Context: an optimization exercise on an open-source flow, tuned for small area. The choices shown serve that exercise and are no tape-out recipe.
Where RTL was checked, it was by simulation tests only, not by an equivalence proof against the original.
No activity file was given, so power comes from the tool's default toggle rates. The clock port is modelled as an ideal driver; clocking choices that lean on that would not hold on a real chip.

==> v16: inputs <==
## glyph_rain_engine
module glyph_rain_engine
#(
    parameter int NUM_COLS   = 80,
    parameter int NUM_ROWS   = 40,
    parameter int GLYPH_H    = 12,
    parameter int NUM_GLYPHS = 51
) (
    input  logic        clk,
    input  logic        reset,
    input  logic        frame_tick,
    input  logic        pause,
    input  logic [1:0]  palette_sel,
    input  logic        display_on,
    input  logic [10:0] hpos,
    input  logic [9:0]  vpos,
    output logic [5:0]  glyph_index,
    output logic [2:0]  glyph_x,
    output logic [3:0]  glyph_y,
    input  logic        glyph_pixel,
    output logic [5:0]  rgb,
    output logic        busy,
    output logic        overrun
);
    function automatic logic [5:0] palette_lookup(input logic [1:0] sel, input logic [2:0] idx);
        logic [5:0] c;
        case ({sel, idx})
            5'd0:  c = 6'h04; 5'd1:  c = 6'h04; 5'd2:  c = 6'h08; 5'd3:  c = 6'h08;
            5'd4:  c = 6'h0C; 5'd5:  c = 6'h0C; 5'd6:  c = 6'h1D; 5'd7:  c = 6'h2E;
            5'd8:  c = 6'h10; 5'd9:  c = 6'h10; 5'd10: c = 6'h20; 5'd11: c = 6'h24;
            5'd12: c = 6'h30; 5'd13: c = 6'h34; 5'd14: c = 6'h38; 5'd15: c = 6'h3C;
            5'd16: c = 6'h01; 5'd17: c = 6'h01; 5'd18: c = 6'h02; 5'd19: c = 6'h05;
            5'd20: c = 6'h06; 5'd21: c = 6'h0A; 5'd22: c = 6'h0F; 5'd23: c = 6'h1F;
            5'd24: c = 6'h15; 5'd25: c = 6'h15; 5'd26: c = 6'h15; 5'd27: c = 6'h2A;
            5'd28: c = 6'h2A; 5'd29: c = 6'h2A; 5'd30: c = 6'h2A; default: c = 6'h2A;
        endcase
  ...
export LEC_CHECK = 0
export ABC_AREA = 1
export CAP_MARGIN = 0
export CORE_MARGIN = 2
export CORE_UTILIZATION = 65
export CTS_BUF_LIST = sky130_fd_sc_hd__clkbuf_16
export CTS_CLUSTER_DIAMETER = 100
export CTS_CLUSTER_SIZE = 28
export PLACE_DENSITY = 0.7
export SLEW_MARGIN = 0
create_clock -name core_clock -period 15.0 [get_ports {clk}]
standard.sh (not shown) runs the stock make flow with config.mk's settings and CLKGATE_MAP_FILE= SYNTH_SCRIPT=/design/flow/synth_recipe.tcl, a recipe that flattens the netlist after the stock synthesis.
==> flow/flow/run.sh <==
#!/bin/bash
# Layout flow: the standard flow (standard.sh, all ORFS steps unchanged)
# run with a copy of ORFS's scripts folder in which only abc_area.script is
# replaced by flow/abc_area.script, an area-oriented ABC mapping script.
# Synthesis is otherwise the standard one (same Yosys passes, same register
# mapping and names); only the combinational mapping differs.
set -euo pipefail
here=$(pwd)
rm -rf "$here/orfs_scripts"
cp -r "$FLOW_HOME/scripts" "$here/orfs_scripts"
cp "$here/flow/abc_area.script" "$here/orfs_scripts/abc_area.script"
bash "$here/standard.sh" "SCRIPTS_DIR=$here/orfs_scripts" ABC_AREA=1 finish > "$here/standard_make.log" 2>&1
==> flow/flow/abc_area.script <==
&get -n
&st
&dch
&nf -R 1000 -F 8 -A 4 -C 32
&put
==> v28 (differences from v16) <==
--- a/flow/design.v
+++ b/flow/design.v
@@ -28,17 +28,40 @@
     always_ff @(posedge clk) begin
         for (int i = 0; i < NUM_COLS - 1; i++)
             ring[i] <= ring[i + 1];
         ring[NUM_COLS - 1] <= tail_data;
     end
     assign head_data = ring[0];
+    localparam int NG = (NUM_COLS + 2) / 3;
+    logic [NUM_COLS-1:0] sel;
+    logic [W-1:0]        grp [NG];
     always_comb begin
-        rd_data = '0;
         for (int i = 0; i < NUM_COLS; i++)
-            rd_data = rd_data | (ring[i] & {W{rd_slot == 7'(i)}});
+            sel[i] = (rd_slot == 7'(i));
+        for (int g = 0; g < NG; g++) begin
+            grp[g] = '0;
+            for (int k = 0; k < 3; k++)
+                if (3 * g + k < NUM_COLS)
+                    grp[g] = grp[g] | (ring[3 * g + k] & {W{sel[3 * g + k]}});
+        end
+    end
+    logic [W-1:0] lvl [6][NG];
+    always_comb begin
+        int n;
+        for (int g = 0; g < NG; g++) lvl[0][g] = grp[g];
+        n = NG;
+        for (int l = 1; l < 6; l++) begin
+            for (int g = 0; g < NG; g++) begin
+                if (2 * g + 1 < n)      lvl[l][g] = lvl[l-1][2*g] | lvl[l-1][2*g+1];
+                else if (2 * g < n)     lvl[l][g] = lvl[l-1][2*g];
+                else                    lvl[l][g] = '0;
+            end
+            n = (n + 1) / 2;
+        end
     end
+    assign rd_data = lvl[5][0];
 endmodule
 import glyph_rain_pkg::*;
 module glyph_rain_engine
 #(
     parameter int NUM_COLS   = 80,
     parameter int NUM_ROWS   = 40,
@@ -281,18 +304,17 @@
         endcase
         y = {1'b0, sum[5:0]} + {1'b0, c};
         if (y >= 7'd102)     gidx = 6'(y - 7'd102);
         else if (y >= 7'd51) gidx = 6'(y - 7'd51);
         else                 gidx = y[5:0];
     end
-    logic [6:0] rowm1, pd0, pd1;
+    logic [6:0] rowm1, rowi;
     assign rowm1 = row - 7'd1;
-    assign pd0   = {1'b0, ch} - row;
-    assign pd1   = {1'b0, ch} - rowm1;
-    assign pdist = resp ? 7'd0 - row : (inc ? pd1 : pd0);
-    assign pdm1 = pdist - 7'd1;
+    assign rowi  = inc ? rowm1 : row;
+    assign pdist = {1'b0, ch} - rowi;
+    assign pdm1  = pdist - 7'd1;
     assign vis     = display_on && (s1_col < 8'(NUM_COLS)) && (vpos < 10'(NUM_ROWS * GLYPH_H));
     logic [1:0] s2_cls;
     logic [2:0] s2_idx;
     always_ff @(posedge clk or posedge reset) begin
         if (reset) begin
             glyph_index <= '0;
@@ -302,12 +324,14 @@
         end else begin
             glyph_index <= gidx;
             glyph_x     <= hpos[2:0];
             glyph_y     <= {r3, vpos[1:0]};
             if (!vis)
                 s2_cls <= 2'd0;
+            else if (resp)
+                s2_cls <= (row == 7'd0) ? 2'd1 : 2'd0;
             else if (pdist == 7'd0)
                 s2_cls <= 2'd1;
             else if (pdist <= 7'd4 + {4'b0000, ctr})
                 s2_cls <= 2'd2;
             else
                 s2_cls <= 2'd0;
==> flow/flow/run.sh (replaced) <==
#!/bin/bash
# Layout flow: the standard flow (standard.sh, all ORFS steps) with:
#  - a copy of ORFS's scripts folder in which only abc_area.script is
#    replaced by flow/abc_area.script, an area-oriented ABC mapping script
#    (synthesis is otherwise the standard one: same Yosys passes, same
#    register mapping and names; only the combinational mapping differs);
#  - port buffers of the smallest buffer cell;
#  - clock tree synthesis without dummy loads.
set -euo pipefail
here=$(pwd)
rm -rf "$here/orfs_scripts"
cp -r "$FLOW_HOME/scripts" "$here/orfs_scripts"
cp "$here/flow/abc_area.script" "$here/orfs_scripts/abc_area.script"
bash "$here/standard.sh" \
  "SCRIPTS_DIR=$here/orfs_scripts" \
  ABC_AREA=1 \
  "BUFFER_PORTS_ARGS=-buffer_cell sky130_fd_sc_hd__buf_1" \
  "CTS_ARGS=-sink_clustering_enable -repair_clock_nets -dont_use_dummy_load -sink_clustering_size 28 -sink_clustering_max_diameter 100 -buf_list sky130_fd_sc_hd__clkbuf_16" \
  finish > "$here/standard_make.log" 2>&1
==> flow/config.mk (replaced) <==
export PLATFORM = sky130hd
export DESIGN_NAME = glyph_rain_engine
export DESIGN_NICKNAME = glyph_rain_engine
export VERILOG_FILES = /design/flow/design.v
export SDC_FILE = /design/flow/constraint.sdc
export NUM_CORES = 8
export LEC_CHECK = 0
export ABC_AREA = 1
export CAP_MARGIN = 10
export CORE_MARGIN = 2
export CORE_UTILIZATION = 65
export GPL_TIMING_DRIVEN = 0
export PLACE_DENSITY = 0.7
export SLEW_MARGIN = 10
==> v18 (differences from v16) <==
--- a/flow/design.v
+++ b/flow/design.v
@@ -80,13 +80,15 @@
     endfunction
     localparam int W = 18;
     function automatic logic hc_ext(input logic [5:0] hc);
         hc_ext = (hc >= 6'd51);
     endfunction
     function automatic logic [5:0] dec_head(input logic [5:0] hc, input logic [1:0] sc_hi);
-        dec_head = hc_ext(hc) ? {~hc[3:0], sc_hi} : hc;
+        logic [5:0] d;
+        d = hc - 6'd51;
+        dec_head = hc_ext(hc) ? {d[3:0], sc_hi} : hc;
     endfunction
     function automatic logic [3:0] dec_ss(input logic [5:0] hc, input logic [2:0] sc);
         if (hc_ext(hc))
             dec_ss = sc[0] ? 4'b1111 : 4'b1110;
         else if (sc[2])
             dec_ss = {sc[1:0], 2'b00};
@@ -100,13 +102,13 @@
         end
     endfunction
     function automatic logic [8:0] enc_hs(input logic [5:0] head, input logic [1:0] spd, input logic [1:0] rem);
         if (rem == 2'd0)
             enc_hs = {head, 1'b1, spd};
         else if (spd == 2'd3 && rem != 2'd1)
-            enc_hs = {2'b11, ~head[5:2], head[1:0], rem[0]};
+            enc_hs = {6'd51 + {2'b00, head[5:2]}, head[1:0], rem[0]};
         else begin
             case ({spd, rem})
                 4'b0101: enc_hs = {head, 3'd0};
                 4'b1001: enc_hs = {head, 3'd1};
                 4'b1010: enc_hs = {head, 3'd2};
                 default: enc_hs = {head, 3'd3};
@@ -239,59 +241,55 @@
     end
     assign cp_lt_ph = cp < ph;
     assign cp_lt_kn = cp < kn;
     assign cfresh   = fresh && !(pw && cp_lt_ph);
     assign pend     = (pw && !cp_lt_ph && (owe || !busy || cp_lt_kn)) ||
                       (owe && (!busy || cp_lt_kn));
-    logic inc, resp;
     always_comb begin
         logic [W-1:0] base;
         base = cfresh ? col_reset(cp) : rd_data;
         ch   = dec_head(base[17:12], base[11:10]);
         ctr  = base[8:6];
         csd  = base[5:0];
         cz   = !hc_ext(base[17:12]) && base[11];
+        if (pend && cz) begin
+            csd = (csd == 6'd50) ? 6'd0 : csd + 6'd1;
+            ch  = (ch == 6'd43 + {3'b000, ctr}) ? 6'd0 : ch + 6'd1;
+        end
     end
-    assign inc  = pend && cz;
-    assign resp = inc && (ch == 6'd43 + {3'b000, ctr});
     function automatic logic [7:0] rotl(input logic [7:0] x, input int k);
         rotl = (x << k) | (x >> (8 - k));
     endfunction
     function automatic logic [15:0] csa(input logic [7:0] a, input logic [7:0] b, input logic [7:0] c);
         logic [7:0] s, k;
         s = a ^ b ^ c;
         k = (a & b) | (a & c) | (b & c);
         csa = {rotl(k, 1), s};
     endfunction
     logic [5:0] gidx;
     always_comb begin
-        logic [7:0] r8, ncol, u0, u1, t0, t1;
+        logic [7:0] r8, ncol, u0, u1, v0, v1, w0, w1, t0, t1, x;
         logic [8:0] sum;
-        logic [5:0] c;
-        logic [6:0] y;
         r8   = {1'b0, row};
         ncol = ~s1_col;
-        {u1, u0} = csa(rotl(s1_col, 3), ncol, rotl(r8, 6));
-        {t1, t0} = csa(u0, u1, {2'b00, csd});
-        sum = {1'b0, t0} + {1'b0, t1} + {8'd0, inc};
-        case ({sum[7:6], sum[8]})
-            3'b000: c = 6'd0;  3'b001: c = 6'd1;
-            3'b010: c = 6'd13; 3'b011: c = 6'd14;
-            3'b100: c = 6'd26; 3'b101: c = 6'd27;
-            3'b110: c = 6'd39; default: c = 6'd40;
+        {u1, u0} = csa(rotl(s1_col, 3), ncol, rotl(r8, 3));
+        {v1, v0} = csa(rotl(r8, 2), r8, {2'b00, csd});
+        {w1, w0} = csa(u0, u1, v0);
+        {t1, t0} = csa(w0, w1, v1);
+        sum = {1'b0, t0} + {1'b0, t1};
+        x   = sum[7:0] + {7'd0, sum[8]};
+        case (1'b1)
+            (x == 8'd255): gidx = 6'd0;
+            (x >= 8'd204): gidx = 6'(x - 8'd204);
+            (x >= 8'd153): gidx = 6'(x - 8'd153);
+            (x >= 8'd102): gidx = 6'(x - 8'd102);
+            (x >= 8'd51):  gidx = 6'(x - 8'd51);
+            default:       gidx = x[5:0];
         endcase
-        y = {1'b0, sum[5:0]} + {1'b0, c};
-        if (y >= 7'd102)     gidx = 6'(y - 7'd102);
-        else if (y >= 7'd51) gidx = 6'(y - 7'd51);
-        else                 gidx = y[5:0];
     end
-    logic [6:0] rowm1, pd0, pd1;
-    assign rowm1 = row - 7'd1;
-    assign pd0   = {1'b0, ch} - row;
-    assign pd1   = {1'b0, ch} - rowm1;
-    assign pdist = resp ? 7'd0 - row : (inc ? pd1 : pd0);
+    assign pdist    = {1'b0, ch} - row;
     assign pdm1 = pdist - 7'd1;
     assign vis     = display_on && (s1_col < 8'(NUM_COLS)) && (vpos < 10'(NUM_ROWS * GLYPH_H));
     logic [1:0] s2_cls;
     logic [2:0] s2_idx;
     always_ff @(posedge clk or posedge reset) begin
         if (reset) begin
--- a/flow/config.mk
+++ b/flow/config.mk
@@ -6,11 +6,8 @@
 export NUM_CORES = 8
 export LEC_CHECK = 0
 export ABC_AREA = 1
 export CAP_MARGIN = 0
 export CORE_MARGIN = 2
 export CORE_UTILIZATION = 65
-export CTS_BUF_LIST = sky130_fd_sc_hd__clkbuf_16
-export CTS_CLUSTER_DIAMETER = 100
-export CTS_CLUSTER_SIZE = 28
 export PLACE_DENSITY = 0.7
 export SLEW_MARGIN = 0
==> summary of the runs <==
Against v18, the synthesized cell count of v28 is smaller by about 8%. First-iteration DRC count: v18 is lower than v28 (7.5%). In sequential cell count, v28 and v16 do not differ. Hold slack: v18 > v16 > v28. Global-route usage: v18 > v16 > v28. The lowest via count belongs to v28, the highest to v18.
==> figures <==
item                                                                              v28                      v16                      v18
Run status                                                    complete, no violations  complete, no violations  complete, no violations
Post-Synth Adder-Cell Area                                                     0.0308                   0.0326                   0.0363
Clk slew on worst S/H paths                                                   0.10 ns                  0.10 ns                  0.07 ns
Area of the core                                                           0.0619 mm2               0.0633 mm2               0.0642 mm2
Rows                                                                               91                       92                       93
Number of levels in the clock H-tree                                                2                        2                        4
Worst stage delay on the critical path                                        0.71 ns                  0.87 ns                  0.55 ns
Met1 global-route usage                                                         0.396                    0.442                    0.444
Power share of the sequential group                                             0.516                    0.512                    0.354
Worst Path Required                                                          15.48 ns                 15.54 ns                 15.61 ns
Count of distinct cell types in the synthesized netlist                            49                       57                       56
Maximum number of pins on one net before global-route repair                       53                       57                       57
GPL Wtd Cong                                                                    0.884                    0.919                    0.906
End point of the critical path                                         glyph_index[3]           glyph_index[3]           glyph_index[4]
The RTL of v18 was laid out without a check of its function.

port drivers added, routing unchanged:
The flow's constraints put no driver on any port. The routed layouts listed below were extracted and timed again, unchanged, in two steps. Step 1: set_driving_cell puts a clkbuf_16 on clk and a buf_2 on each other input, an assumption about the parent block. Step 2 moves the port delays by t, midway between the first and last clock arrival at a register: inputs arrive t later, outputs are due t later. That takes back most of the time a late clock gives input paths. a / b / c = ideal / step 1 / step 2; a / b = the first two.
run | t (ns) | slack for setup (ns) | worst setup path after step 2 | clock arrival spread, ns
v16 | 0.754 | 1.209 / 1.244 / 0.491 | input to register | 0.058 / 0.057
v28 | 0.703 | 0.764 / 0.802 / 0.099 | input to register | 0.090 / 0.090
v18 | 0.783 | 0.794 / 0.836 / 0.053 | input to register | 0.046 / 0.046
After both steps every run listed still meets setup and hold. For v18, which loses most, drivers alone change the setup slack by +0.042 ns; drivers and shift together by -0.741 ns.
